Background: an optimization exercise with open tools, aiming at small area, a short achievable clock period and few clock cycles per item. Do not read the settings as production practice.
Where RTL was checked, it was by simulation tests only, not by an equivalence proof against the original.
Function not checked in runs 1 and 5: the RTL went through the layout flow alone.
Power is estimated from default activity; no workload was simulated.

**design/flow/design.v**
```verilog
package mtdtmf_pkg;
	localparam int PHASE_WIDTH = 16;
	localparam int COUNT_WIDTH = 16;
	localparam int SAMPLE_W    = 17;
	localparam int CHAR_W      = 8;
	localparam int CFG_INDEX_W = 3;
	localparam int CFG_DATA_W  = 64;
	localparam logic [14:0] AMPLITUDE_RST  = 15'd16384;
	localparam logic [15:0] TONE_LEN_RST   = 16'd4000;
	localparam logic [15:0] SHORT_GAP_RST  = 16'd400;
	localparam logic [15:0] LETTER_GAP_RST = 16'd4000;
	function automatic logic [14:0] sine_q(input logic [6:0] idx);
		case (idx)
			7'd0: sine_q = 15'd0;
			7'd1: sine_q = 15'd804;
			7'd2: sine_q = 15'd1607;
			7'd3: sine_q = 15'd2410;
			7'd4: sine_q = 15'd3211;
			7'd5: sine_q = 15'd4011;
			7'd6: sine_q = 15'd4808;
			7'd7: sine_q = 15'd5602;
			7'd8: sine_q = 15'd6393;
			7'd9: sine_q = 15'd7179;
			7'd10: sine_q = 15'd7962;
			7'd11: sine_q = 15'd8740;
			7'd12: sine_q = 15'd9513;
			7'd13: sine_q = 15'd10279;
			7'd14: sine_q = 15'd11040;
			7'd15: sine_q = 15'd11794;
			7'd16: sine_q = 15'd12541;
			7'd17: sine_q = 15'd13281;
			7'd18: sine_q = 15'd14013;
			7'd19: sine_q = 15'd14736;
			7'd20: sine_q = 15'd15450;
			7'd21: sine_q = 15'd16155;
			7'd22: sine_q = 15'd16850;
			7'd23: sine_q = 15'd17535;
			7'd24: sine_q = 15'd18210;
			7'd25: sine_q = 15'd18874;
			7'd26: sine_q = 15'd19526;
			7'd27: sine_q = 15'd20167;
			7'd28: sine_q = 15'd20795;
			7'd29: sine_q = 15'd21411;
			7'd30: sine_q = 15'd22014;
			7'd31: sine_q = 15'd22604;
			7'd32: sine_q = 15'd23180;
			7'd33: sine_q = 15'd23742;
			7'd34: sine_q = 15'd24290;
			7'd35: sine_q = 15'd24823;
			7'd36: sine_q = 15'd25342;
			7'd37: sine_q = 15'd25844;
			7'd38: sine_q = 15'd26332;
			7'd39: sine_q = 15'd26803;
			7'd40: sine_q = 15'd27258;
			7'd41: sine_q = 15'd27697;
			7'd42: sine_q = 15'd28119;
			7'd43: sine_q = 15'd28524;
			7'd44: sine_q = 15'd28911;
			7'd45: sine_q = 15'd29281;
			7'd46: sine_q = 15'd29634;
			7'd47: sine_q = 15'd29969;
			7'd48: sine_q = 15'd30285;
			7'd49: sine_q = 15'd30583;
			7'd50: sine_q = 15'd30863;
			7'd51: sine_q = 15'd31123;
			7'd52: sine_q = 15'd31366;
			7'd53: sine_q = 15'd31589;
			7'd54: sine_q = 15'd31793;
			7'd55: sine_q = 15'd31978;
			7'd56: sine_q = 15'd32144;
			7'd57: sine_q = 15'd32290;
			7'd58: sine_q = 15'd32417;
			7'd59: sine_q = 15'd32524;
			7'd60: sine_q = 15'd32612;
			7'd61: sine_q = 15'd32680;
			7'd62: sine_q = 15'd32729;
			7'd63: sine_q = 15'd32759;
			7'd64: sine_q = 15'd32767;
			default: sine_q = 15'd0;
		endcase
	endfunction
	function automatic logic [16:0] sine17(input logic [7:0] addr);
		logic [6:0]  idx;
		logic [16:0] mag;
		idx = addr[6] ? (7'd64 - {1'b0, addr[5:0]}) : {1'b0, addr[5:0]};
		mag = {2'b00, sine_q(idx)};
		sine17 = addr[7] ? (17'd0 - mag) : mag;
	endfunction
endpackage
module mtdtmf_seq (
	input  logic        clk,
	input  logic        arst_n,
	input  logic        fire,
	input  logic        action,
	input  logic [7:0]  char_code,
	input  logic [47:0] low_steps,
	input  logic [63:0] high_steps,
	input  logic [15:0] tone_len_cfg,
	input  logic [15:0] short_gap,
	input  logic [15:0] letter_gap,
	output logic [16:0] res_sum,
	output logic        res_active,
	output logic        res_done,
	output logic        res_rejected
);
	localparam logic [1:0] KIND_IDLE   = 2'd0;
	localparam logic [1:0] KIND_TONE   = 2'd1;
	localparam logic [1:0] KIND_SHORT  = 2'd2;
	localparam logic [1:0] KIND_LETTER = 2'd3;
	logic [1:0]  kind_q, kind_d;
	logic [3:0]  key_q, key_d;
	logic [2:0]  presses_q, presses_d;
	logic [15:0] count_q, count_d;
	logic [15:0] low_phase_q, low_phase_d;
	logic [15:0] high_phase_q, high_phase_d;
	logic [3:0]  map_key;
	logic [2:0]  map_presses;
	logic [1:0]  lo_sel, hi_sel;
	logic [15:0] lo_step, hi_step;
	logic [15:0] count_inc;
	logic [15:0] tone_len;
	logic [2:0]  presses_dec;
	logic [16:0] sine_sum;
	always_comb begin
		map_key     = 4'd0;
		map_presses = 3'd0;
		if (char_code >= "1" && char_code <= "9") begin
			map_key     = 4'(char_code - "1");
			map_presses = 3'd1;
		end else if (char_code == "0") begin
			map_key     = 4'd10;
			map_presses = 3'd1;
		end else if (char_code >= "a" && char_code <= "c") begin
			map_key     = 4'd1;
			map_presses = 3'(char_code - "a" + 8'd2);
		end else if (char_code >= "d" && char_code <= "f") begin
			map_key     = 4'd2;
			map_presses = 3'(char_code - "d" + 8'd2);
		end else if (char_code >= "g" && char_code <= "i") begin
			map_key     = 4'd3;
			map_presses = 3'(char_code - "g" + 8'd2);
		end else if (char_code >= "j" && char_code <= "l") begin
			map_key     = 4'd4;
			map_presses = 3'(char_code - "j" + 8'd2);
		end else if (char_code >= "m" && char_code <= "o") begin
			map_key     = 4'd5;
			map_presses = 3'(char_code - "m" + 8'd2);
		end else if (char_code >= "p" && char_code <= "r") begin
			map_key     = 4'd6;
			map_presses = 3'(char_code - "p" + 8'd2);
		end else if (char_code == "s") begin
			map_key     = 4'd6;
			map_presses = 3'd5;
		end else if (char_code >= "t" && char_code <= "v") begin
			map_key     = 4'd7;
			map_presses = 3'(char_code - "t" + 8'd2);
		end else if (char_code >= "w" && char_code <= "y") begin
			map_key     = 4'd8;
			map_presses = 3'(char_code - "w" + 8'd2);
		end else if (char_code == "z") begin
			map_key     = 4'd8;
			map_presses = 3'd5;
		end else if (char_code == ".") begin
			map_key     = 4'd9;
			map_presses = 3'd2;
		end else if (char_code == "!") begin
			map_key     = 4'd9;
			map_presses = 3'd3;
		end else if (char_code == "?") begin
			map_key     = 4'd9;
			map_presses = 3'd4;
		end else if (char_code == "#") begin
			map_key     = 4'd9;
			map_presses = 3'd1;
		end else if (char_code == " ") begin
			map_key     = 4'd10;
			map_presses = 3'd2;
		end
	end
	always_comb begin
		case (key_q)
			4'd0:    begin lo_sel = 2'd0; hi_sel = 2'd0; end
			4'd1:    begin lo_sel = 2'd1; hi_sel = 2'd0; end
			4'd2:    begin lo_sel = 2'd2; hi_sel = 2'd0; end
			4'd3:    begin lo_sel = 2'd0; hi_sel = 2'd1; end
			4'd4:    begin lo_sel = 2'd1; hi_sel = 2'd1; end
			4'd5:    begin lo_sel = 2'd2; hi_sel = 2'd1; end
			4'd6:    begin lo_sel = 2'd0; hi_sel = 2'd2; end
			4'd7:    begin lo_sel = 2'd1; hi_sel = 2'd2; end
			4'd8:    begin lo_sel = 2'd2; hi_sel = 2'd2; end
			4'd9:    begin lo_sel = 2'd0; hi_sel = 2'd3; end
			4'd10:   begin lo_sel = 2'd1; hi_sel = 2'd3; end
			default: begin lo_sel = 2'bxx; hi_sel = 2'bxx; end
		endcase
	end
	assign lo_step = (lo_sel == 2'd0) ? low_steps[15:0] : (lo_sel == 2'd1) ? low_steps[31:16] : low_steps[47:32];
	assign hi_step = high_steps[{hi_sel, 4'b0000} +: 16];
	assign sine_sum    = mtdtmf_pkg::sine17(low_phase_q[15:8]) + mtdtmf_pkg::sine17(high_phase_q[15:8]);
	assign count_inc   = count_q + 16'd1;
	assign tone_len    = (tone_len_cfg == 16'd0) ? 16'd1 : tone_len_cfg;
	assign presses_dec = presses_q - 3'd1;
	always_comb begin
		kind_d       = kind_q;
		key_d        = key_q;
		presses_d    = presses_q;
		count_d      = count_q;
		low_phase_d  = low_phase_q;
		high_phase_d = high_phase_q;
		res_sum      = 17'd0;
		res_active   = 1'b0;
		res_done     = 1'b0;
		res_rejected = 1'b0;
		if (!action) begin
			if (kind_q != KIND_IDLE || map_presses == 3'd0) begin
				res_rejected = 1'b1;
				res_active   = (kind_q != KIND_IDLE);
			end else begin
				key_d        = map_key;
				presses_d    = map_presses;
				kind_d       = KIND_TONE;
				count_d      = '0;
				low_phase_d  = '0;
				high_phase_d = '0;
				res_active   = 1'b1;
			end
		end else begin
			case (kind_q)
				KIND_TONE: begin
					res_sum      = sine_sum;
					res_active   = 1'b1;
					low_phase_d  = low_phase_q + lo_step;
					high_phase_d = high_phase_q + hi_step;
					count_d      = count_inc;
					if (count_inc >= tone_len) begin
						presses_d = presses_dec;
						count_d   = '0;
						if (presses_dec != 3'd0) begin
							if (short_gap == '0) begin
								low_phase_d  = '0;
								high_phase_d = '0;
							end else begin
								kind_d = KIND_SHORT;
							end
						end else if (letter_gap == '0) begin
							kind_d   = KIND_IDLE;
							res_done = 1'b1;
						end else begin
							kind_d = KIND_LETTER;
						end
					end
				end
				KIND_SHORT: begin
					res_active = 1'b1;
					count_d    = count_inc;
					if (count_inc >= short_gap) begin
						kind_d       = KIND_TONE;
						count_d      = '0;
						low_phase_d  = '0;
						high_phase_d = '0;
					end
				end
				KIND_LETTER: begin
					res_active = 1'b1;
					count_d    = count_inc;
					if (count_inc >= letter_gap) begin
						kind_d   = KIND_IDLE;
						count_d  = '0;
						res_done = 1'b1;
					end
				end
				default: begin
				end
			endcase
		end
	end
	always_ff @(posedge clk or negedge arst_n) begin
		if (!arst_n) begin
			kind_q <= KIND_IDLE;
		end else if (fire) begin
			kind_q <= kind_d;
		end
	end
	always_ff @(posedge clk) begin
		if (fire) begin
			key_q        <= key_d;
			presses_q    <= presses_d;
			count_q      <= count_d;
			low_phase_q  <= low_phase_d;
			high_phase_q <= high_phase_d;
		end
	end
endmodule
module multitap_dtmf_tone_generator (
	input  logic        clk,
	input  logic        arst_n,
	input  logic        s_tvalid,
	output logic        s_tready,
	input  logic [7:0]  s_tdata,    
	input  logic        s_tuser,    
	output logic        m_tvalid,
	input  logic        m_tready,
	output logic [23:0] m_tdata,    
	output logic        m_tlast,    
	input  logic        cfg_valid,
	output logic        cfg_ready,
	input  logic [2:0]  cfg_index,
	input  logic [63:0] cfg_data
);
	logic [47:0] low_steps_q;
	logic [63:0] high_steps_q;
	logic [14:0] amplitude_q;
	logic [15:0] tone_len_q;
	logic [15:0] short_gap_q;
	logic [15:0] letter_gap_q;
	logic        skid_v;
	logic [8:0]  skid_d;
	logic        in_v;
	logic [8:0]  in_d;
	logic        v2;
	logic [16:0] sum2;
	logic        act2, done2, rej2;
	logic        vo;
	logic [16:0] sample_q;
	logic        act_q, done_q, rej_q;
	logic        out_free, r2_free, fire;
	logic [16:0] seq_sum;
	logic        seq_act, seq_done, seq_rej;
	logic [32:0] prod;
	assign cfg_ready = 1'b1;
	always_ff @(posedge clk) begin
		if (!arst_n) begin
			low_steps_q  <= '0;
			high_steps_q <= '0;
			amplitude_q  <= 15'd16384;
			tone_len_q   <= 16'd4000;
			short_gap_q  <= 16'd400;
			letter_gap_q <= 16'd4000;
		end else if (cfg_valid) begin
			case (cfg_index)
				3'd0: low_steps_q  <= cfg_data[47:0];
				3'd1: high_steps_q <= cfg_data;
				3'd2: amplitude_q  <= cfg_data[14:0];
				3'd3: tone_len_q   <= cfg_data[15:0];
				3'd4: short_gap_q  <= cfg_data[15:0];
				3'd5: letter_gap_q <= cfg_data[15:0];
				default: begin
				end
			endcase
		end
	end
	assign out_free = !vo || m_tready;
	assign r2_free  = !v2 || out_free;
	assign in_v     = skid_v || s_tvalid;
	assign in_d     = skid_v ? skid_d : {s_tuser, s_tdata};
	assign fire     = in_v && r2_free;
	assign s_tready = !skid_v;
	always_ff @(posedge clk or negedge arst_n) begin
		if (!arst_n) begin
			skid_v <= 1'b0;
		end else if (fire) begin
			skid_v <= 1'b0;
		end else if (s_tvalid) begin
			skid_v <= 1'b1;
		end
	end
	always_ff @(posedge clk) begin
		if (!skid_v) begin
			skid_d <= {s_tuser, s_tdata};
		end
	end
	mtdtmf_seq u_seq (
		.clk          (clk),
		.arst_n       (arst_n),
		.fire         (fire),
		.action       (in_d[8]),
		.char_code    (in_d[7:0]),
		.low_steps    (low_steps_q),
		.high_steps   (high_steps_q),
		.tone_len_cfg (tone_len_q),
		.short_gap    (short_gap_q),
		.letter_gap   (letter_gap_q),
		.res_sum      (seq_sum),
		.res_active   (seq_act),
		.res_done     (seq_done),
		.res_rejected (seq_rej)
	);
	always_ff @(posedge clk or negedge arst_n) begin
		if (!arst_n) begin
			v2 <= 1'b0;
		end else if (r2_free) begin
			v2 <= fire;
		end
	end
	always_ff @(posedge clk) begin
		if (fire) begin
			sum2  <= seq_sum;
			act2  <= seq_act;
			done2 <= seq_done;
			rej2  <= seq_rej;
		end
	end
	assign prod = $signed({18'd0, amplitude_q}) * $signed({{16{sum2[16]}}, sum2})
		+ 33'd16384 - {32'd0, sum2[16]};
	always_ff @(posedge clk or negedge arst_n) begin
		if (!arst_n) begin
			vo <= 1'b0;
		end else if (out_free) begin
			vo <= v2;
		end
	end
	always_ff @(posedge clk) begin
		if (v2 && out_free) begin
			sample_q <= prod[31:15];
			act_q    <= act2;
			done_q   <= done2;
			rej_q    <= rej2;
		end
	end
	assign m_tvalid = vo;
	assign m_tdata  = {5'd0, rej_q, act_q, sample_q};
	assign m_tlast  = done_q;
endmodule
```
**design/flow/run.sh**
```bash
#!/bin/bash
# synth_recipe.tcl (not shown) runs the flow's synth.tcl, then flattens the netlist and writes it again
# the make line also repeats each setting of config.mk as NAME=value (left out here)
make -C /OpenROAD-flow-scripts/flow DESIGN_CONFIG=/design/flow/config.mk WORK_HOME=/design/flow/orfs CLKGATE_MAP_FILE= SYNTH_SCRIPT=/design/flow/synth_recipe.tcl finish
```
**design/flow/config.mk**
```make
export PLATFORM = sky130hd
export DESIGN_NAME = multitap_dtmf_tone_generator
export DESIGN_NICKNAME = multitap_dtmf_tone_generator
export VERILOG_FILES = /design/flow/design.v
export SDC_FILE = /design/flow/constraint.sdc
export NUM_CORES = 4
export LEC_CHECK = 0
export ABC_CLOCK_PERIOD_IN_PS = 4000
export CAP_MARGIN = 20
export CORE_MARGIN = 2
export CORE_UTILIZATION = 50
export SETUP_SLACK_MARGIN = 4.5
export SLEW_MARGIN = 20
```
**design/flow/constraint.sdc**
```tcl
create_clock -name core_clock -period 9.0 [get_ports {clk}]
set_input_delay 1.8000 -clock core_clock [delete_from_list [all_inputs] [get_ports {clk}]]
set_output_delay 1.8000 -clock core_clock [all_outputs]
set_load 0.01 [all_outputs]
```
==> results.cfg, run 1 <==
[floorplan]
die_y_um = 249.6
initial_core_util_pct = 50.26
io_pins = 109
die_area_um2 = 62310
row_count = 90
die_w_um = 249.6
fp.coreArea_um2 = 60020

[flow_run]
maxCapViolCount = 0

[layout]
instances_no_fill = 4476
nets = 4234
final_layout_size_suffix_gt1_share_pct = 16.00
design_area_um2 = 35890
layout_commonest_cell = nand2_1
fill_cells = 5250
flow.area_growth_from_synthesis_pct = 18.97
final_cell_mix = nand2_1, inv_1, fa_1

[synthesis]
syn_avg_cell_area_um2 = 8.621
synthAdderAreaFrac_pct = 27.19
synth_xor_area_share_pct = 3.837
synth_cells = 3499
ys_ff_latch = 288
synth_edf_count = 95
synth_top_family_by_area = adder cells
synthArstFlopShare_pct = 1.736
synth_warnings = 2
yosys.area_share.simple_pct = 17.72
synth.area.mux_share_pct = 3.750
synth_compound_area_share_pct = 16.75
synth.distinct_cells = 111
synth_flop_cell = dfxtp_1
syn-cell-area_um2 = 30160
seq_area_frac_synth_pct = 22.35

[pwr]
pwr-share-clk_pct = 14.0
p_seq_share_pct = 17.3
internal_power_mw = 5.729
power_density_nw_per_um2 = 291.9
swShare_pct = 45.31
p_switching_mw = 4.746
combPwrFrac_pct = 68.7
power.leakage_nw = 15.25
irDropWorstVdd_uv = 305.7

[cts]
clk_pin_slew_ps = 60
cts_tree = yes
clock_sinks = 288
hold_buffers = 0
clock_path_buffers = 3
cts_root_buffer = clkbuf_16
htree_num_levels = 2
clk_latency_ps = 560
cts_buffers = 35

[setup_path]
reg2reg_depth = 25
crit_slowest_cell = fa_2
cp-start-kind = flop
critPathKind = flop to flop
worstPathRequired_ps = 9280
critPathCaptureType = flop
cp.depth = 25
cp.buffers_inverters = 6
critical-path-top-delay-family = adder cells
cp_max_fo = 4
worstPathArrival_ps = 6590
max_stage_delay_ps = 540

[sta]
setup_viol = 0
drv_slew = 0
skew_ps = 26.56
maxSlewHeadroom_pct = 27.11
rsz0062_at_grt = true
fmax_mhz = 158.5
fin_tns_setup_ps = 0
report.final.hold_viol_count = 0
finalCriticalPeriod_ps = 6310
fin_crit_sh_pct = 70.11
tightest_slew_ps = 1089

[global_route]
grt_max_degree = 114
grt_pass1_vias = 25720
overflow = 0
antenna_found_initial = 0
grt_pass1_wl_um = 140200
grt_usage_pct = 27.92

[place]
hpwl_um = 62160
place_area_um2 = 31950
port-buffer-count = 102
dp_cells = 4215
gp_congestion = 0.9177

[drt]
drtPass1Iterations = 7
num_vias = 25840
drtIter0Drc = 2537
viasPerCell = 5.773
drc = 0
routed_wl_um = 88620
ant_nets = 0
wl_per_cell_um = 19.80

[hold_path]
hold_path.class = flop to flop
min_delay_path_depth = 0

[outcome]
run_status = no timing/DRC/antenna violations
-- area by class of cell --
class	count	area (µm²)	area share [%]
timing repair buffer	322	2900	8.082
clock inverter	15	156.4	0.4358
inverter	437	1690	4.710
tap	782	978.4	2.727
sequential	288	6771	18.87
timing repair inverter	3	15.01	0.04184
antenna	1	2.502	0.006973
multi-input combinational	2580	22330	62.23
clock buffer	48	1039	2.894
-- per-stage QoR --
stage | hold WS, ps | utilization (%) | total power [mW] | worst slack (ps)
floorplan | 400.3 | - | 6.170 | 2917
global placement | 416.3 | 53.23 | 7.377 | 2191
detailed placement | 419.3 | 53.23 | 7.535 | 2070
CTS | 430.0 | 58.43 | 10.02 | 2652
global route | 424.6 | 59.79 | 11.27 | 2504
finish | 427.3 | 59.79 | 10.48 | 2690
-- repair_timing --
item	CTS	global route
gates cloned	7	2
pin swaps	77	79
setup buffers	136	51
endpoints found under the setup margin	104	96
endpoints found under the hold margin	0	0
gates resized for setup	195	94
-- synthesized netlist by cell type (8+ instances only) --
| library cell | instances | area [µm²] |
|---|---|---|
| a2111oi_0 | 8 | 70.07 |
| a211oi_1 | 21 | 157.7 |
| a21boi_0 | 176 | 1321 |
| a21o_1 | 35 | 262.8 |
| a21oi_1 | 120 | 600.6 |
| a311oi_1 | 11 | 96.34 |
| a31oi_1 | 21 | 131.4 |
| and2_1 | 125 | 782.0 |
| and3_1 | 25 | 156.4 |
| buf_1 | 9 | 33.78 |
| buf_2 | 32 | 160.2 |
| buf_4 | 15 | 112.6 |
| clkbuf_1 | 142 | 533.0 |
| dfxtp_1 | 188 | 3764 |
| edfxtp_1 | 95 | 2853 |
| fa_1 | 280 | 5605 |
| ha_1 | 206 | 2577 |
| inv_1 | 430 | 1614 |
| mux2i_1 | 52 | 520.5 |
| mux4_2 | 23 | 518.0 |
| nand2_1 | 606 | 2275 |
| nand2b_1 | 27 | 168.9 |
| nand3_1 | 49 | 245.2 |
| nor2_1 | 160 | 600.6 |
| nor2b_1 | 30 | 187.7 |
| nor3_1 | 48 | 240.2 |
| nor3b_1 | 10 | 75.07 |
| nor4_1 | 17 | 106.4 |
| o211ai_1 | 42 | 315.3 |
| o21a_1 | 20 | 150.1 |
| o21ai_0 | 101 | 505.5 |
| o21ai_1 | 15 | 75.07 |
| o21bai_1 | 18 | 135.1 |
| o22ai_1 | 14 | 87.58 |
| o31ai_1 | 14 | 105.1 |
| o32ai_1 | 8 | 70.07 |
| xnor2_1 | 76 | 665.6 |
| xor2_1 | 36 | 315.3 |
-- power by group through the flow --
stage	registers, mW	clock network (mW)	logic (mW)
floorplan	1.78	0	4.39
detailed placement	1.95	0	5.59
global route	1.83	1.55	7.89
finish	1.81	1.47	7.20
CTS	1.82	1.50	6.70
global placement	1.94	0	5.44
-- state kept, by name, summed over array words and instances (netlist names), 2 cells and up --
| register | cells |
|---|---|
| low_steps_q | 48 |
| u_seq.hi_sel | 2 |
| u_seq.presses_q | 3 |
| u_seq.lo_sel | 2 |
| tone_len_q | 16 |
| u_seq.high_phase_q | 16 |
| u_seq.key_q | 4 |
| sample_q | 17 |
| skid_d | 9 |
| letter_gap_q | 16 |
| u_seq.kind_q | 2 |
| u_seq.count_q | 16 |
| high_steps_q | 64 |
| amplitude_q | 15 |
| u_seq.low_phase_q | 16 |
| sum2 | 17 |
| short_gap_q | 16 |
-- kinds of logic (layout without fill, tap and decap cells) --
family                     count (synthesis)  after routing
AOI/OAI and AO/OA                        722            722
DFF                                      288            288
other                                      2              7
muxes                                     82             82
adders and majority gates                488            488
xor gates and xnor gates                 120            123
and+or+nand+nor                         1158           1159
buffers and inverters                    639            825
-- worst paths after layout --
kind / slack [ps] / startpoint / endpoint
setup / recovery: 2690 / sum2[4] / sample_q[16]
hold / removal: 430 / rej2 / rej_q
setup reg to reg: 2690 / sum2[4] / sample_q[16]
hold reg to reg: 430 / rej2 / rej_q
max in group asynchronous: 7300 / arst_n / u_seq.kind_q[1]
min in group asynchronous: 1250 / arst_n / vo
-- per-layer routing --
| metal | GRT usage (%) | share of wire (%) | vias to the layer above |
|---|---|---|---|
| met3 | 3.536 | 6.3 | 160 |
| met1 | 39.04 | 45 | 12740 |
| met4 | 6.764 | 2.5 | 0 |
| met2 | 46.13 | 47 | 924 |
| met5 | 0 | 0 | - |
| li1 | - | - | 12020 |
==> run 2: changes to the inputs <==
--- a/design/flow/design.v
+++ b/design/flow/design.v
@@ -326,5 +326,11 @@
 	logic [16:0] seq_sum;
 	logic        seq_act, seq_done, seq_rej;
-	logic [32:0] prod;
+	logic        v3;
+	logic [16:0] sum3;
+	logic [16:0] xh3;
+	logic        act3, done3, rej3;
+	logic        r3_free;
+	logic [25:0] xlo;
+	logic [24:0] yhi;
 	assign cfg_ready = 1'b1;
 	always_ff @(posedge clk) begin
@@ -350,5 +356,6 @@
 	end
 	assign out_free = !vo || m_tready;
-	assign r2_free  = !v2 || out_free;
+	assign r3_free  = !v3 || out_free;
+	assign r2_free  = !v2 || r3_free;
 	assign in_v     = skid_v || s_tvalid;
 	assign in_d     = skid_v ? skid_d : {s_tuser, s_tdata};
@@ -400,19 +407,35 @@
 		end
 	end
-	assign prod = $signed({18'd0, amplitude_q}) * $signed({{16{sum2[16]}}, sum2})
-		+ 33'd16384 - {32'd0, sum2[16]};
+	assign xlo = $signed(sum2) * $signed({1'b0, amplitude_q[7:0]}) + 26'sd16384 - $signed({25'd0, sum2[16]});
+	always_ff @(posedge clk or negedge arst_n) begin
+		if (!arst_n) begin
+			v3 <= 1'b0;
+		end else if (r3_free) begin
+			v3 <= v2;
+		end
+	end
+	always_ff @(posedge clk) begin
+		if (v2 && r3_free) begin
+			sum3  <= sum2;
+			xh3   <= xlo[24:8];
+			act3  <= act2;
+			done3 <= done2;
+			rej3  <= rej2;
+		end
+	end
+	assign yhi = $signed(sum3) * $signed({1'b0, amplitude_q[14:8]}) + $signed(xh3);
 	always_ff @(posedge clk or negedge arst_n) begin
 		if (!arst_n) begin
 			vo <= 1'b0;
 		end else if (out_free) begin
-			vo <= v2;
+			vo <= v3;
 		end
 	end
 	always_ff @(posedge clk) begin
-		if (v2 && out_free) begin
-			sample_q <= prod[31:15];
-			act_q    <= act2;
-			done_q   <= done2;
-			rej_q    <= rej2;
+		if (v3 && out_free) begin
+			sample_q <= yhi[23:7];
+			act_q    <= act3;
+			done_q   <= done3;
+			rej_q    <= rej3;
 		end
 	end
--- a/design/flow/config.mk
+++ b/design/flow/config.mk
@@ -6,8 +6,8 @@
 export NUM_CORES = 4
 export LEC_CHECK = 0
-export ABC_CLOCK_PERIOD_IN_PS = 4000
+export ABC_CLOCK_PERIOD_IN_PS = 3500
 export CAP_MARGIN = 20
 export CORE_MARGIN = 2
 export CORE_UTILIZATION = 50
-export SETUP_SLACK_MARGIN = 4.5
+export SETUP_SLACK_MARGIN = 5
 export SLEW_MARGIN = 20
==> run 2 against run 1 <==
Effect of this change:
- largest cell class unchanged
- design area is 3.7% higher
- synthesized cell count up 0.43%
- critical path type unchanged
- clock skew is 16 ps higher
- die area increased by 1.4%
==> results.cfg, run 2 <==
[setup_path]
critical-path-top-delay-family = adder cells
cp_cell_sequence = and2_1 -> fa_1 -> fa_1 -> inv_1 -> fa_1 -> inv_1 -> fa_1 -> fa_1 -> ha_1 -> and4_1 -> a21oi_1 -> o21ai_2 -> o211a_1 -> o21a_1 -> o21a_1 -> or3_4 -> a31oi_4 -> xnor2_1
worstPathArrival_ps = 6130
cp.buffers_inverters = 2
crit_path_frequent_cell = fa_1
cp_max_fo = 8
max_stage_delay_ps = 540
worstPathRequired_ps = 9340
cp-start-kind = flop
critPathKind = flop to flop
critPathCaptureType = flop
crit_slowest_cell = fa_1

[synthesis]
synth_cells = 3514
yosysTopAreaCell = fa_1
syn_avg_cell_area_um2 = 8.708
synth_edf_count = 132
synth_flop_cell = dfxtp_1
seq_area_frac_synth_pct = 25.74
synthArstFlopShare_pct = 1.840
synth_warnings = 2
ys_ff_latch = 326
synth.distinct_cells = 113
post_synth_most_frequent_cells = nand2_1, inv_1, fa_1
yosysMostFrequentCell = nand2_1
synth_top_area_share_pct = 15.37
yosys-top-cells-area = fa_1, edfxtp_1, dfxtp_1, ha_1, nand2_1
syn-cell-area_um2 = 30600

[sta]
setup_viol = 0
maxSlewHeadroom_pct = 34.26
tightest_slew_ps = 981.6
hold_ws_ps = 423.2
fin_crit_sh_pct = 64.36
setup_slack_ps = 3207
finalCriticalPeriod_ps = 5793
fmax_mhz = 172.6
fin_tns_setup_ps = 0
skew_ps = 42.48
drv_slew = 0
rsz0062_at_grt = true
report.final.hold_viol_count = 0

[layout]
fill_cells = 5176
design_area_um2 = 37220
final-seq-area_um2 = 7906
multi_input_area_um2 = 22210
fin_util_pct = 61.54
final_layout_size_suffix_gt1_share_pct = 17.52
layout_commonest_cell = nand2_1
flow.area_growth_from_synthesis_pct = 21.62
instances_no_fill = 4537
largest_reg_flops = 64
final_cell_mix = nand2_1, inv_1, fa_1
num_antenna_cells = 0
reg.largest.list = high_steps_q (64), low_steps_q (48)
largest-register = high_steps_q
nets = 4269

[cts]
cts_root_buffer = clkbuf_16
cts_tree = yes
htree_num_levels = 2
clock_path_buffers = 3
clk_pin_slew_ps = 60
cts_buffers = 40
clk_latency_ps = 590
hold_buffers = 0
clock_sinks = 326

[pwr]
power_density_nw_per_um2 = 274.3
power.leakage_nw = 15.53
irDropWorstVdd_uv = 235.6
power_mw = 10.21

[floorplan]
die_y_um = 251.4
row_count = 90
fp.coreArea_um2 = 60470
io_pins = 109
die_w_um = 251.4
die_area_um2 = 63190
initial_core_util_pct = 50.60

[drt]
routed_wl_um = 87700
num_vias = 25970
viasPerCell = 5.723
drtIter0Drc = 1649
drc = 0
wl_per_cell_um = 19.33
drtPass1Iterations = 6
ant_nets = 0

[place]
pre_cts_slack_ps = 1863
dp_cells = 4248
gp_congestion = 0.8687
port-buffer-count = 102
place_area_um2 = 32510
hpwl_um = 60870

[global_route]
grt_max_degree = 96
grt_usage_pct = 27.59
grt_pass1_vias = 26100
grt_pass1_wl_um = 140000
overflow = 0
antenna_found_initial = 1

[outcome]
run_status = no timing/DRC/antenna violations

[hold_path]
hold_path.class = flop to flop

[flow_run]
maxCapViolCount = 0
==> run 2: changes by cell type after synthesis, moves of 13 or more <==
| cell | change |
|---|---|
| o21ai_0 | +17 |
| mux2i_1 | -20 |
| nor3_1 | +28 |
| fa_1 | -45 |
| inv_1 | -45 |
| and2_1 | +35 |
| clkbuf_1 | -14 |
| edfxtp_1 | +37 |
| nor2_1 | +39 |
| ha_1 | +23 |
| a21o_1 | -13 |
==> run 2: where the power goes <==
part           switching (mW)  internal (mW)  total, mW
clock network           0.703           1.02       1.73
logic                    3.38           2.99       6.37
registers               0.228           1.88       2.11
total                    4.31           5.90       10.2
==> run 2: layout make-up <==
cell class	count	area share (%)
multi-input cells	2626	59.69
clock buffers	51	2.854
well taps	782	2.629
inverters	389	4.034
repair buffers	339	8.597
repair inverters	2	0.02353
flip-flops and latches	326	21.24
clock inverters	22	0.9279
==> run 2: final timing paths <==
kind / start / to / slack, ps / depth (start not counted)
max: sum2[10] / xh3[16] / 3210 / 18
min: rej2 / rej3 / 420 / 0
max reg2reg: sum2[10] / xh3[16] / 3210 / 18
min reg2reg: rej2 / rej3 / 420 / 0
max in group asynchronous: arst_n / u_seq.kind_q[0] / 7230 / 1
min in group asynchronous: arst_n / vo / 1260 / 1
==> run 2: what timing repair did <==
action                                  4_1_cts  5_1_grt
resized for setup                           215      157
cloned                                        8        0
endpoints found under the setup margin      168      146
buffers inserted                            141       67
pin swaps                                    92      109
==> run 2: routing by layer <==
layer  track usage, %  routed length, µm  vias up
met3            3.293               4410      153
met2            46.57              42290      750
met1            37.60              38670    12790
met4            7.313               2330        0
met5                0                  0        -
li1                 -                  -    12270
==> run 2: cells by family (layout without fill, tap and decap cells) <==
logic type                 count (synthesis)  count (layout)  synth area share, %
other                                      2               6              0.02454
AOI/OAI and AO/OA                        714             714                16.41
buffers and inverters                    568             803                7.393
adders and majority gates                464             464                24.74
DFF                                      326             326                25.74
xor gates and xnor gates                 120             122                3.631
muxes                                     63              63                2.936
and+or+nand+nor                         1257            1257                19.13
Testbench counts of run 2, summed over its fixed seeds: cycles 76,941, items 76,773.
==> run 3: changes to the inputs <==
--- a/design/flow/config.mk
+++ b/design/flow/config.mk
@@ -6,8 +6,6 @@
 export NUM_CORES = 4
 export LEC_CHECK = 0
-export ABC_CLOCK_PERIOD_IN_PS = 3500
 export CAP_MARGIN = 20
 export CORE_MARGIN = 2
 export CORE_UTILIZATION = 50
-export SETUP_SLACK_MARGIN = 5
 export SLEW_MARGIN = 20
==> run 3 against run 2 <==
Effect of this change:
- synthesized area unchanged
- critical endpoint is now sum2[16]
- global-route usage is 1.5 points lower
- maximum frequency is 25% lower
- core utilization fell by 6.2 points
- critical path depth increased by 7
- sequential power is 2% higher
- power decreased by 20%
- count of clock-buffer cells in the layout rose by 3
- synthesized cell count did not move
- worst hold slack worse by 1.4 ps
==> results.cfg, run 3 <==
[place]
dp_cells = 4252
hpwl_um = 61560
gp_congestion = 0.8918
port-buffer-count = 102

[synthesis]
synthArstFlopShare_pct = 1.840
synth_flop_cell = dfxtp_1
synth.distinct_cells = 113
synth_warnings = 2
syn-cell-area_um2 = 30600
synth_edf_count = 132
synth_top_area_share_pct = 15.37
synth_cells = 3514
post_synth_most_frequent_cells = nand2_1, inv_1, fa_1
syn_avg_cell_area_um2 = 8.708
seq_area_frac_synth_pct = 25.74
yosys-top-cells-area = fa_1, edfxtp_1, dfxtp_1, ha_1, nand2_1
yosysTopAreaCell = fa_1
ys_ff_latch = 326
yosysMostFrequentCell = nand2_1

[global_route]
grt_usage_pct = 26.10
grt_pass1_vias = 24950
overflow = 0
antenna_found_initial = 0
grt_pass1_wl_um = 133000
grt_max_degree = 116

[layout]
final_layout_size_suffix_gt1_share_pct = 5.447
final_cell_mix = nand2_1, inv_1, fa_1
reg.largest.list = high_steps_q (64), low_steps_q (48)
fin_util_pct = 55.30
fill_cells = 5530
largest_reg_flops = 64
largest-register = high_steps_q
nets = 4057
layout_commonest_cell = nand2_1
num_antenna_cells = 0
instances_no_fill = 4325
flow.area_growth_from_synthesis_pct = 9.282

[cts]
cts_repair_resize_count = 0
cts_tree = yes
clk_pin_slew_ps = 60
cts_buffers = 39
clock_path_buffers = 3
post_cts_buffers = 0
hold_buffers = 0
cts_root_buffer = clkbuf_16
clock_sinks = 326
clk_latency_ps = 580
htree_num_levels = 2

[hold_path]
hold_path.class = flop to flop
min_from = rej2

[setup_path]
critPathCaptureType = flop
worstPathArrival_ps = 8110
reg2reg_from = u_seq.high_phase_q[8]
cp-start-kind = flop
worstPathRequired_ps = 9420
cp_max_fo = 35
critPathLaunch = u_seq.high_phase_q[8]
critPathKind = flop to flop

[sta]
rsz0062_at_grt = false
finalCriticalPeriod_ps = 7688
drv_slew = 0
fin_crit_sh_pct = 85.43
setup_viol = 0
maxSlewHeadroom_pct = 29.53
fin_tns_setup_ps = 0
skew_ps = 29.26
tightest_slew_ps = 1057
report.final.hold_viol_count = 0
fmax_mhz = 130.1

[drt]
viasPerCell = 5.691
drtPass1Iterations = 6
num_vias = 24620
drtIter0Drc = 1750
drc = 0
routed_wl_um = 80960
wl_per_cell_um = 18.72
ant_nets = 0

[outcome]
run_status = no timing/DRC/antenna violations

[floorplan]
io_pins = 109
row_count = 90
die_w_um = 251.4
die_area_um2 = 63190
die_y_um = 251.4
initial_core_util_pct = 50.60
fp.coreArea_um2 = 60470

[pwr]
power_density_nw_per_um2 = 243.4
power.leakage_nw = 14.04
irDropWorstVdd_uv = 155.6

[flow_run]
maxCapViolCount = 0
[run 3: cell count changes in the layout (fill, tap and decap cells not counted), moves of 14 or more]
cell | before | now
buf_4 | 166 | 30
buf_6 | 55 | 1
ha_1 | 198 | 229
a21oi_1 | 90 | 118
a21oi_2 | 26 | 1
ha_4 | 25 | 0
nor2_1 | 176 | 198
o21ai_0 | 96 | 118
nor2_2 | 17 | 0
inv_1 | 369 | 385
nor3_1 | 59 | 74
o21ai_2 | 15 | 1
[run 3: area by class of cell]
class | count | area [µm²] | area share [%]
inverters | 389 | 1460 | 4.367
clock inverters | 18 | 215.2 | 0.6436
multi-input cells | 2624 | 20540 | 61.41
clock buffers | 54 | 1124 | 3.360
repair buffers | 132 | 1247 | 3.730
flip-flops and latches | 326 | 7879 | 23.56
well taps | 782 | 978.4 | 2.926
[run 3: worst max-delay path: stages, from the launching register on]
cell	delay, ps
edfxtp_1	610
clkinv_1	280
ha_1	560
nor2b_2	160
xnor2_4	770
inv_2	390
and2_1	310
o211ai_1	80
o31ai_1	90
o32ai_1	520
inv_1	90
ha_1	280
nand2_1	60
o21ai_0	160
fa_1	510
a21oi_1	150
o21bai_1	110
a21o_1	190
a21o_1	190
a21oi_1	180
o21ai_0	130
a2111oi_0	690
o311ai_0	320
a2111oi_0	460
a21oi_1	80
nor2_1	90
[run 3: worst paths after layout]
check / end / slack (ps) / cells past startpoint
setup / recovery: sum2[16] / 1310 / 25
hold / removal: rej3 / 420 / 0
setup reg to reg: sum2[16] / 1310 / 25
hold reg to reg: rej3 / 420 / 0
max in group asynchronous: u_seq.kind_q[1] / 7320 / 1
min in group asynchronous: skid_v / 1230 / 1
[run 3: routing by layer]
| layer | wire length [µm] | GRT usage [%] | up-vias |
|---|---|---|---|
| li1 | - | - | 11830 |
| met1 | 37110 | 36.43 | 12060 |
| met2 | 38480 | 43.78 | 616 |
| met3 | 3791 | 2.941 | 113 |
| met4 | 1582 | 5.595 | 0 |
| met5 | 0 | 0 | - |
[run 3: where the power goes]
group          switching, mW  total [mW]  internal (mW)
combinational           2.57        4.35           1.78
clock                  0.692        1.64          0.947
sequential             0.267        2.15           1.88
total                   3.52        8.14           4.61
[run 3: logic make-up (layout without fill, tap and decap cells)]
group / count (synthesis) / after routing / share of synthesized area, %
buffers and inverters: 568 / 593 / 7.393
multiplexers: 63 / 63 / 2.936
XOR/XNOR: 120 / 120 / 3.631
flip-flops: 326 / 326 / 25.74
AND/OR/NAND/NOR: 1257 / 1257 / 19.13
adder cells (fa/ha/maj): 464 / 464 / 24.74
AO/OA/AOI/OAI: 714 / 714 / 16.41
other: 2 / 6 / 0.02454
[run 3: through the flow]
step                      total power, mW  instance area [µm²]  worst slack [ps]  hold WS [ps]
after floorplan                     5.350                30610              2551         400.3
after global placement              6.431                32070              1543         404.9
after detailed placement            6.494                32090              1433         404.5
after CTS                           8.168                33420              1392         421.3
after global routing                8.817                33440             587.2         425.7
final                               8.138                33440              1312         421.8
==> run 4: changes to the inputs <==
--- a/design/flow/config.mk
+++ b/design/flow/config.mk
@@ -6,4 +6,5 @@
 export NUM_CORES = 4
 export LEC_CHECK = 0
+export ABC_AREA = 1
 export CAP_MARGIN = 20
 export CORE_MARGIN = 2
==> run 4 against run 3 <==
Effect of this change:
- die area shrank 2.3%
- clock power down 5%
- synthesized area decreased by 2.4%
- cell count rose by 9.9%
- core utilization is essentially flat
- via count increased by 1.0%
- synthesized cell count is 12% higher
- setup slack better by 1300 ps
- worst hold slack hardly changed
- sequential cell count did not move
- largest cell class unchanged
- wire length rose by 0.56%
- first-iteration DRC count rose by 4.5%
==> results.cfg, run 4 <==
[outcome]
run_status = no timing/DRC/antenna violations

[synthesis]
ys_ff_latch = 326
yosys-top-cells-area = fa_1, edfxtp_1, dfxtp_1, ha_1, inv_1
post_synth_most_frequent_cells = inv_1, nand2_1, nor2_1
yosysTopAreaCell = fa_1
synth_edf_count = 132
synth_top_area_share_pct = 15.75
syn_avg_cell_area_um2 = 7.597
synth.distinct_cells = 65
seq_area_frac_synth_pct = 26.37
synth_cells = 3932
synth_flop_cell = dfxtp_1
yosysMostFrequentCell = inv_1
synth_warnings = 2
synthArstFlopShare_pct = 1.840
syn-cell-area_um2 = 29870

[layout]
final_cell_mix = inv_1, nand2_1, nor2_1
instances_no_fill = 4754
nets = 4495
layout_commonest_cell = inv_1
final_layout_size_suffix_gt1_share_pct = 4.849
reg.largest.list = high_steps_q (64), low_steps_q (48)
largest_reg_flops = 64
largest-register = high_steps_q
design_area_um2 = 32660
flow.area_growth_from_synthesis_pct = 9.345

[sta]
finalCriticalPeriod_ps = 6403
drv_slew = 0
tightest_slew_ps = 1065
maxSlewHeadroom_pct = 28.71
fmax_mhz = 156.2
skew_ps = 24.87
fin_crit_sh_pct = 71.14
fin_tns_setup_ps = 0
setup_slack_ps = 2597
rsz0062_at_grt = false
setup_viol = 0
report.final.hold_viol_count = 0

[setup_path]
reg2reg_slack_ps = 2600
r2r-end = sum2[15]
crit_slowest_cell = edfxtp_1
cp-start-kind = flop
reg2reg_from = u_seq.low_phase_q[8]
crit_path_frequent_cell = nand2_1
critPathKind = flop to flop
max_stage_delay_ps = 600
cp_max_fo = 17
critPathCaptureType = flop
worstPathArrival_ps = 6810
reg2reg_depth = 33
worstPathRequired_ps = 9410

[global_route]
antenna_found_initial = 1
grt_pass1_wl_um = 132600
grt_max_degree = 108
overflow = 0
grt_usage_pct = 26.57
grt_pass1_vias = 24510

[floorplan]
die_y_um = 248.4
fp.coreArea_um2 = 59020
die_area_um2 = 61710
initial_core_util_pct = 50.61
die_w_um = 248.4
io_pins = 109
row_count = 89

[cts]
clock_path_buffers = 3
clk_latency_ps = 580
post_cts_buffers = 0
clock_sinks = 326
htree_num_levels = 2
cts_repair_resize_count = 0
cts_buffers = 40
hold_buffers = 0
cts_root_buffer = clkbuf_16
clk_pin_slew_ps = 50
cts_tree = yes

[drt]
drtIter0Drc = 1829
wl_per_cell_um = 17.13
num_vias = 24870
routed_wl_um = 81410
viasPerCell = 5.231
ant_nets = 0
drc = 0
drtPass1Iterations = 6

[hold_path]
hold-path-endpoint = act_q
min_from = act3
min_delay_path_depth = 0
hold_path.class = flop to flop

[place]
hpwl_um = 61630
dp_cells = 4681
port-buffer-count = 102
place_area_um2 = 31400
gp_congestion = 0.9482
pre_cts_slack_ps = 2725

[flow_run]
maxCapViolCount = 0

[pwr]
power_density_nw_per_um2 = 322.6
power_mw = 10.54
irDropWorstVdd_uv = 259.2
power.leakage_nw = 16.58
==> run 4: cell types whose count changed in the layout (fill, tap and decap cells not counted), moves of 25 or more <==
cell      before  now
a21oi_1      118  209
inv_1        385  749
xor2_1        36   78
nand2_1      594  682
xnor2_1       77   31
a21boi_0     164    3
o21ai_0      118  301
and2_1       159    2
nor3_1        74   44
nor2_1       198  444
nor2b_1       39    0
mux2i_1       32    0
nand3_1       47  125
o211ai_1      44   19
==> run 4: cell families after synthesis <==
kind of cell	synth area share, %
AO/OA/AOI/OAI	12.92
XOR/XNOR	3.343
adder cells (fa/ha/maj)	25.34
buffers and inverters	12.19
flip-flops	26.37
other	0.02514
AND/OR/NAND/NOR	19.80
==> run 4: how the worst max path moves through the flow <==
stage,start,end,cells past startpoint
finish,u_seq.low_phase_q[8],sum2[15],33
floorplan,s_tdata[0],u_seq.high_phase_q[0],22
detailed placement,u_seq.low_phase_q[8],sum2[15],33
CTS,u_seq.low_phase_q[8],sum2[15],33
global placement,u_seq.low_phase_q[8],sum2[15],33
global route,u_seq.low_phase_q[8],sum2[15],33
==> run 4: power by group <==
group / leakage [nW] / switching (mW) / internal, mW
combinational: 13.1 / 4.20 / 2.40
sequential: 2.89 / 0.333 / 2.04
clock: 0.611 / 0.673 / 0.890
==> run 4: per-layer routing <==
layer  track usage, %  wire length (µm)  part of all wire (%)  vias up
met2            43.44             37350                    46      639
met4            9.324              2846                   3.5        0
met5                0                 0                     0        -
met1            36.40             37030                    45    11630
li1                 -                 -                     -    12450
met3            3.193              4188                   5.1      150
==> run 4: per-stage QoR <==
| step | utilization, % | hold slack (ps) |
|---|---|---|
| 2_1_floorplan | - | 400.3 |
| 3_3_place_gp | 53.20 | 401.6 |
| 3_5_place_dp | 53.20 | 413.5 |
| 4_1_cts | 55.32 | 418.7 |
| 5_1_grt | 55.34 | 426.8 |
| 6_report | 55.34 | 421.4 |
==> run 4: final cells by class <==
type                    instances  area, µm²
flip-flops and latches        326       7878
fillers                      5742      26360
diodes                          1      2.502
clock buffers                  60       1147
multi-input cells            2675      18400
repair buffers                132       1244
clock inverters                12      107.6
well taps                     773      967.2
inverters                     775       2917
==> run 4: worst max-delay path: cells and delay by family (launching register included) <==
family | cells | cell delay [ps]
DFF | 1 | 600
buffers and inverters | 7 | 850
and+or+nand+nor | 9 | 1290
AOI/OAI and AO/OA | 13 | 2450
xor gates and xnor gates | 1 | 170
adders and majority gates | 3 | 860
==> run 5: changes to the inputs <==
--- a/design/flow/design.v
+++ b/design/flow/design.v
@@ -80,10 +80,6 @@
 		endcase
 	endfunction
-	function automatic logic [16:0] sine17(input logic [7:0] addr);
-		logic [6:0]  idx;
-		logic [16:0] mag;
-		idx = addr[6] ? (7'd64 - {1'b0, addr[5:0]}) : {1'b0, addr[5:0]};
-		mag = {2'b00, sine_q(idx)};
-		sine17 = addr[7] ? (17'd0 - mag) : mag;
+	function automatic logic [6:0] sine_idx(input logic [6:0] addr);
+		sine_idx = addr[6] ? (7'd64 - {1'b0, addr[5:0]}) : {1'b0, addr[5:0]};
 	endfunction
 endpackage
@@ -99,5 +95,8 @@
 	input  logic [15:0] short_gap,
 	input  logic [15:0] letter_gap,
-	output logic [16:0] res_sum,
+	output logic [6:0]  res_lo_idx,
+	output logic        res_lo_neg,
+	output logic [6:0]  res_hi_idx,
+	output logic        res_hi_neg,
 	output logic        res_active,
 	output logic        res_done,
@@ -121,5 +120,4 @@
 	logic [15:0] tone_len;
 	logic [2:0]  presses_dec;
-	logic [16:0] sine_sum;
 	always_comb begin
 		map_key     = 4'd0;
@@ -196,5 +194,4 @@
 	assign lo_step = (lo_sel == 2'd0) ? low_steps[15:0] : (lo_sel == 2'd1) ? low_steps[31:16] : low_steps[47:32];
 	assign hi_step = high_steps[{hi_sel, 4'b0000} +: 16];
-	assign sine_sum    = mtdtmf_pkg::sine17(low_phase_q[15:8]) + mtdtmf_pkg::sine17(high_phase_q[15:8]);
 	assign count_inc   = count_q + 16'd1;
 	assign tone_len    = (tone_len_cfg == 16'd0) ? 16'd1 : tone_len_cfg;
@@ -207,5 +204,8 @@
 		low_phase_d  = low_phase_q;
 		high_phase_d = high_phase_q;
-		res_sum      = 17'd0;
+		res_lo_idx   = 7'd0;
+		res_lo_neg   = 1'b0;
+		res_hi_idx   = 7'd0;
+		res_hi_neg   = 1'b0;
 		res_active   = 1'b0;
 		res_done     = 1'b0;
@@ -227,5 +227,8 @@
 			case (kind_q)
 				KIND_TONE: begin
-					res_sum      = sine_sum;
+					res_lo_idx   = mtdtmf_pkg::sine_idx(low_phase_q[14:8]);
+					res_lo_neg   = low_phase_q[15];
+					res_hi_idx   = mtdtmf_pkg::sine_idx(high_phase_q[14:8]);
+					res_hi_neg   = high_phase_q[15];
 					res_active   = 1'b1;
 					low_phase_d  = low_phase_q + lo_step;
@@ -317,20 +320,25 @@
 	logic        in_v;
 	logic [8:0]  in_d;
+	logic        adv, fire;
+	logic [6:0]  seq_lo_idx, seq_hi_idx;
+	logic        seq_lo_neg, seq_hi_neg;
+	logic        seq_act, seq_done, seq_rej;
 	logic        v2;
-	logic [16:0] sum2;
+	logic [6:0]  lo_idx2, hi_idx2;
+	logic        lo_neg2, hi_neg2;
 	logic        act2, done2, rej2;
-	logic        vo;
-	logic [16:0] sample_q;
-	logic        act_q, done_q, rej_q;
-	logic        out_free, r2_free, fire;
-	logic [16:0] seq_sum;
-	logic        seq_act, seq_done, seq_rej;
+	logic [16:0] lo_val, hi_val, sum_d;
 	logic        v3;
 	logic [16:0] sum3;
-	logic [16:0] xh3;
 	logic        act3, done3, rej3;
-	logic        r3_free;
 	logic [25:0] xlo;
+	logic        v4;
+	logic [16:0] sum4;
+	logic [16:0] xh4;
+	logic        act4, done4, rej4;
 	logic [24:0] yhi;
+	logic        vo;
+	logic [16:0] sample_q;
+	logic        act_q, done_q, rej_q;
 	assign cfg_ready = 1'b1;
 	always_ff @(posedge clk) begin
@@ -355,10 +363,8 @@
 		end
 	end
-	assign out_free = !vo || m_tready;
-	assign r3_free  = !v3 || out_free;
-	assign r2_free  = !v2 || r3_free;
+	assign adv      = !vo || m_tready;
 	assign in_v     = skid_v || s_tvalid;
 	assign in_d     = skid_v ? skid_d : {s_tuser, s_tdata};
-	assign fire     = in_v && r2_free;
+	assign fire     = in_v && adv;
 	assign s_tready = !skid_v;
 	always_ff @(posedge clk or negedge arst_n) begin
@@ -387,5 +393,8 @@
 		.short_gap    (short_gap_q),
 		.letter_gap   (letter_gap_q),
-		.res_sum      (seq_sum),
+		.res_lo_idx   (seq_lo_idx),
+		.res_lo_neg   (seq_lo_neg),
+		.res_hi_idx   (seq_hi_idx),
+		.res_hi_neg   (seq_hi_neg),
 		.res_active   (seq_act),
 		.res_done     (seq_done),
@@ -395,28 +404,31 @@
 		if (!arst_n) begin
 			v2 <= 1'b0;
-		end else if (r2_free) begin
-			v2 <= fire;
+			v3 <= 1'b0;
+			v4 <= 1'b0;
+			vo <= 1'b0;
+		end else if (adv) begin
+			v2 <= in_v;
+			v3 <= v2;
+			v4 <= v3;
+			vo <= v4;
 		end
 	end
 	always_ff @(posedge clk) begin
-		if (fire) begin
-			sum2  <= seq_sum;
-			act2  <= seq_act;
-			done2 <= seq_done;
-			rej2  <= seq_rej;
-		end
-	end
-	assign xlo = $signed(sum2) * $signed({1'b0, amplitude_q[7:0]}) + 26'sd16384 - $signed({25'd0, sum2[16]});
-	always_ff @(posedge clk or negedge arst_n) begin
-		if (!arst_n) begin
-			v3 <= 1'b0;
-		end else if (r3_free) begin
-			v3 <= v2;
+		if (adv) begin
+			lo_idx2 <= seq_lo_idx;
+			lo_neg2 <= seq_lo_neg;
+			hi_idx2 <= seq_hi_idx;
+			hi_neg2 <= seq_hi_neg;
+			act2    <= seq_act;
+			done2   <= seq_done;
+			rej2    <= seq_rej;
 		end
 	end
+	assign lo_val = {2'b00, mtdtmf_pkg::sine_q(lo_idx2)} ^ {17{lo_neg2}};
+	assign hi_val = {2'b00, mtdtmf_pkg::sine_q(hi_idx2)} ^ {17{hi_neg2}};
+	assign sum_d  = lo_val + hi_val + {15'd0, lo_neg2 & hi_neg2, lo_neg2 ^ hi_neg2};
 	always_ff @(posedge clk) begin
-		if (v2 && r3_free) begin
-			sum3  <= sum2;
-			xh3   <= xlo[24:8];
+		if (adv) begin
+			sum3  <= sum_d;
 			act3  <= act2;
 			done3 <= done2;
@@ -424,18 +436,21 @@
 		end
 	end
-	assign yhi = $signed(sum3) * $signed({1'b0, amplitude_q[14:8]}) + $signed(xh3);
-	always_ff @(posedge clk or negedge arst_n) begin
-		if (!arst_n) begin
-			vo <= 1'b0;
-		end else if (out_free) begin
-			vo <= v3;
+	assign xlo = $signed(sum3) * $signed({1'b0, amplitude_q[7:0]}) + 26'sd16384 - $signed({25'd0, sum3[16]});
+	always_ff @(posedge clk) begin
+		if (adv) begin
+			sum4  <= sum3;
+			xh4   <= xlo[24:8];
+			act4  <= act3;
+			done4 <= done3;
+			rej4  <= rej3;
 		end
 	end
+	assign yhi = $signed(sum4) * $signed({1'b0, amplitude_q[14:8]}) + $signed(xh4);
 	always_ff @(posedge clk) begin
-		if (v3 && out_free) begin
+		if (adv) begin
 			sample_q <= yhi[23:7];
-			act_q    <= act3;
-			done_q   <= done3;
-			rej_q    <= rej3;
+			act_q    <= act4;
+			done_q   <= done4;
+			rej_q    <= rej4;
 		end
 	end
--- a/design/flow/config.mk
+++ b/design/flow/config.mk
@@ -10,3 +10,4 @@
 export CORE_MARGIN = 2
 export CORE_UTILIZATION = 50
+export SETUP_SLACK_MARGIN = 4
 export SLEW_MARGIN = 20
==> run 5 against run 4 <==
Effect of this change:
- global-route usage is 0.56 points lower
- critical path type unchanged
- power rose by 26%
- critical path depth is 11 lower
- synthesized cell count decreased by 0.15%
- via count is 1.8% higher
- clock power is 8% higher
==> results.cfg, run 5 <==
[outcome]
run_status = no timing/DRC/antenna violations

[pwr]
combPwrFrac_pct = 65.8
pwr-share-clk_pct = 12.6
power_density_nw_per_um2 = 388.6
p_switching_mw = 6.482
internal_power_mw = 6.841
swShare_pct = 48.65
p_seq_share_pct = 21.6
irDropWorstVdd_uv = 323.4
power.leakage_nw = 17.22

[layout]
num_antenna_cells = 0
fin_util_pct = 56.92
largest_reg_flops = 64
final_cell_mix = inv_1, nand2_1, nor2_1
nets = 4582
reg.largest.list = high_steps_q (64), low_steps_q (48)
largest-register = high_steps_q
layout_commonest_cell = inv_1
final_layout_size_suffix_gt1_share_pct = 7.367
flow.area_growth_from_synthesis_pct = 12.87

[sta]
fin_crit_sh_pct = 61.23
setup_viol = 0
rsz0062_at_grt = true
maxSlewHeadroom_pct = 30.07
fmax_mhz = 181.5
fin_tns_setup_ps = 0
tightest_slew_ps = 1049
finalCriticalPeriod_ps = 5511
drv_slew = 0
report.final.hold_viol_count = 0
skew_ps = 20.86

[floorplan]
die_area_um2 = 62750
die_w_um = 250.5
row_count = 90
initial_core_util_pct = 50.43
die_y_um = 250.5
fp.coreArea_um2 = 60250
io_pins = 109

[hold_path]
hold-path-endpoint = act4
hold_path.class = flop to flop
min_from = act3
min_delay_path_depth = 0

[cts]
clk_latency_ps = 590
htree_num_levels = 2
cts_buffers = 42
cts_tree = yes
clk_pin_slew_ps = 60
hold_buffers = 0
clock_sinks = 346
clock_path_buffers = 3
cts_root_buffer = clkbuf_16

[drt]
num_vias = 25330
drtPass1Iterations = 7
drtIter0Drc = 1857
drc = 0
wl_per_cell_um = 16.78
routed_wl_um = 81020
ant_nets = 0
viasPerCell = 5.247

[synthesis]
synth.distinct_cells = 62
syn_avg_cell_area_um2 = 7.738
synthArstFlopShare_pct = 2.023
yosysMostFrequentCell = inv_1
syn-cell-area_um2 = 30380
synth_edf_count = 151
yosys-top-cells-area = fa_1, edfxtp_1, dfxtp_1, ha_1, inv_1
synth_flop_cell = dfxtp_1
yosysTopAreaCell = fa_1
post_synth_most_frequent_cells = inv_1, nand2_1, nor2_1
synth_cells = 3926
seq_area_frac_synth_pct = 27.89
ys_ff_latch = 346
synth_warnings = 2
synth_top_area_share_pct = 15.62

[setup_path]
worstPathRequired_ps = 9330
crit_slowest_cell = fa_1
critPathCaptureType = flop
reg2reg_from = sum3[5]
max_stage_delay_ps = 580
critPathKind = flop to flop
worstPathArrival_ps = 5840
r2r-end = xh4[13]
cp_max_fo = 5
cp-start-kind = flop
reg2reg_depth = 22
cp_cell_sequence = buf_6 -> buf_6 -> nand2_4 -> fa_2 -> inv_2 -> fa_1 -> fa_1 -> fa_1 -> fa_2 -> ha_4 -> nand2_4 -> nor3_4 -> nand2_1 -> o211ai_1 -> a21o_1 -> a21o_1 -> a21oi_4 -> buf_4 -> buf_6 -> o21ai_4 -> a21oi_2 -> xor2_1
reg2reg_slack_ps = 3490

[global_route]
grt_pass1_vias = 25150
grt_pass1_wl_um = 131600
overflow = 0
grt_usage_pct = 26.01
antenna_found_initial = 0
grt_max_degree = 124

[place]
hpwl_um = 59910
port-buffer-count = 102
gp_congestion = 0.9354

[flow_run]
maxCapViolCount = 0
## run 5: cell count changes in the layout (fill, tap and decap cells not counted), sizes merged, moves of 19 or more
cell | previous run | this run
buf | 31 | 101
edfxtp | 132 | 151
ha | 229 | 252
inv | 775 | 751
nand2 | 711 | 692
nand3 | 129 | 91
## run 5: critical path: cells and delay by family, from the launching register on
family	cells	cell delay [ps]
buf+inv	5	550
fa+ha+maj	6	2830
flops	1	420
compound gates	6	950
xor+xnor	1	140
simple gates	4	360
## run 5: repair_timing
action | 4_1_cts | 5_1_grt
buffers inserted | 37 | 40
endpoints found under the setup margin | 43 | 79
pin swaps | 29 | 39
resized for setup | 41 | 81
## run 5: layout make-up
cell class	count	area [µm²]
fill	5745	25950
multi-input combinational	2666	18780
sequential	346	8516
inverter	754	2867
timing repair buffer	202	1810
clock buffer	65	1200
tap	782	978.4
clock inverter	12	141.4
## run 5: power groups by stage
| stage | sequential, mW | combinational (mW) | clock (mW) |
|---|---|---|---|
| after global routing | 2.93 | 9.92 | 1.77 |
| after global placement | 2.97 | 8.05 | 0 |
| after detailed placement | 2.97 | 8.08 | 0 |
| after floorplan | 2.72 | 6.12 | 0 |
| final | 2.88 | 8.77 | 1.68 |
| after CTS | 2.89 | 8.41 | 1.72 |
## run 5: kinds of logic (layout without fill, tap and decap cells)
family,after synthesis,after routing,synth area share [%]
and+or+nand+nor,1354,1354,18.19
AOI/OAI and AO/OA,696,696,12.87
buffers and inverters,918,1033,11.54
DFF,346,346,27.89
adders and majority gates,489,489,26.00
xor gates and xnor gates,121,121,3.488
other,2,6,0.02472
## run 5: how the worst max path moves through the flow
stage                   end      startpoint
finish              xh4[13]         sum3[5]
global route        xh4[16]         sum3[6]
CTS                 xh4[16]         sum3[6]
detailed placement  xh4[16]  amplitude_q[3]
global placement    xh4[16]  amplitude_q[3]
floorplan           xh4[16]  amplitude_q[6]
## run 5: per-layer routing
layer	part of all wire [%]	vias to the layer above	global-route usage (%)
li1	-	12610	-
met1	45	11860	34.84
met2	47	724	44.13
met3	5.5	130	3.409
met4	2.7	0	7.322
met5	0	-	0
## run 5: metrics by stage
| step | power [mW] | cell area [µm²] | hold slack (ps) | instances | worst slack (ps) |
|---|---|---|---|---|---|
| after floorplan | 8.833 | 30530 | 400.3 | 3930 | 3761 |
| after CTS | 13.01 | 33710 | 420.9 | 4787 | 3572 |
| final | 13.32 | 34290 | 419.3 | 4827 | 3489 |
| after global placement | 11.02 | 31970 | 403.8 | 4673 | 3205 |
| after detailed placement | 11.05 | 31970 | 406.1 | 4673 | 3077 |
| after global routing | 14.62 | 34290 | 424.6 | 4827 | 3286 |

## afterwards: timing with drivers on the ports
The flow's constraints put no driver on any port. The routed layouts listed below were extracted and timed again, unchanged, in two steps.
Step 1: set_driving_cell puts a clkbuf_16 on clk and a buf_2 on each other input, an assumption about the parent block.
Step 2 adds t to the input delays and takes it off the output delays; t is the mean of the earliest and latest rising clock arrival at the registers after step 1. Input paths then give back, and output paths get back, about the clock's delay inside the block.
a / b / c = no drivers / after step 1 / after step 2; a / b = the first two.
| run | t (ns) | setup WS [ns] | worst hold slack (ns) |
|---|---|---|---|
| run 1 | 0.606 | 2.690 / 2.690 / 2.690 | 0.427 / 0.427 / 0.427 |
| run 2 | 0.637 | 3.207 / 3.207 / 3.207 | 0.423 / 0.423 / 0.423 |
| run 3 | 0.637 | 1.312 / 1.312 / 1.312 | 0.422 / 0.422 / 0.422 |
| run 4 | 0.625 | 2.597 / 2.597 / 2.597 | 0.421 / 0.421 / 0.421 |
| run 5 | 0.649 | 3.489 / 3.489 / 3.489 | 0.419 / 0.419 / 0.419 |
After both steps every run listed still meets setup and hold.
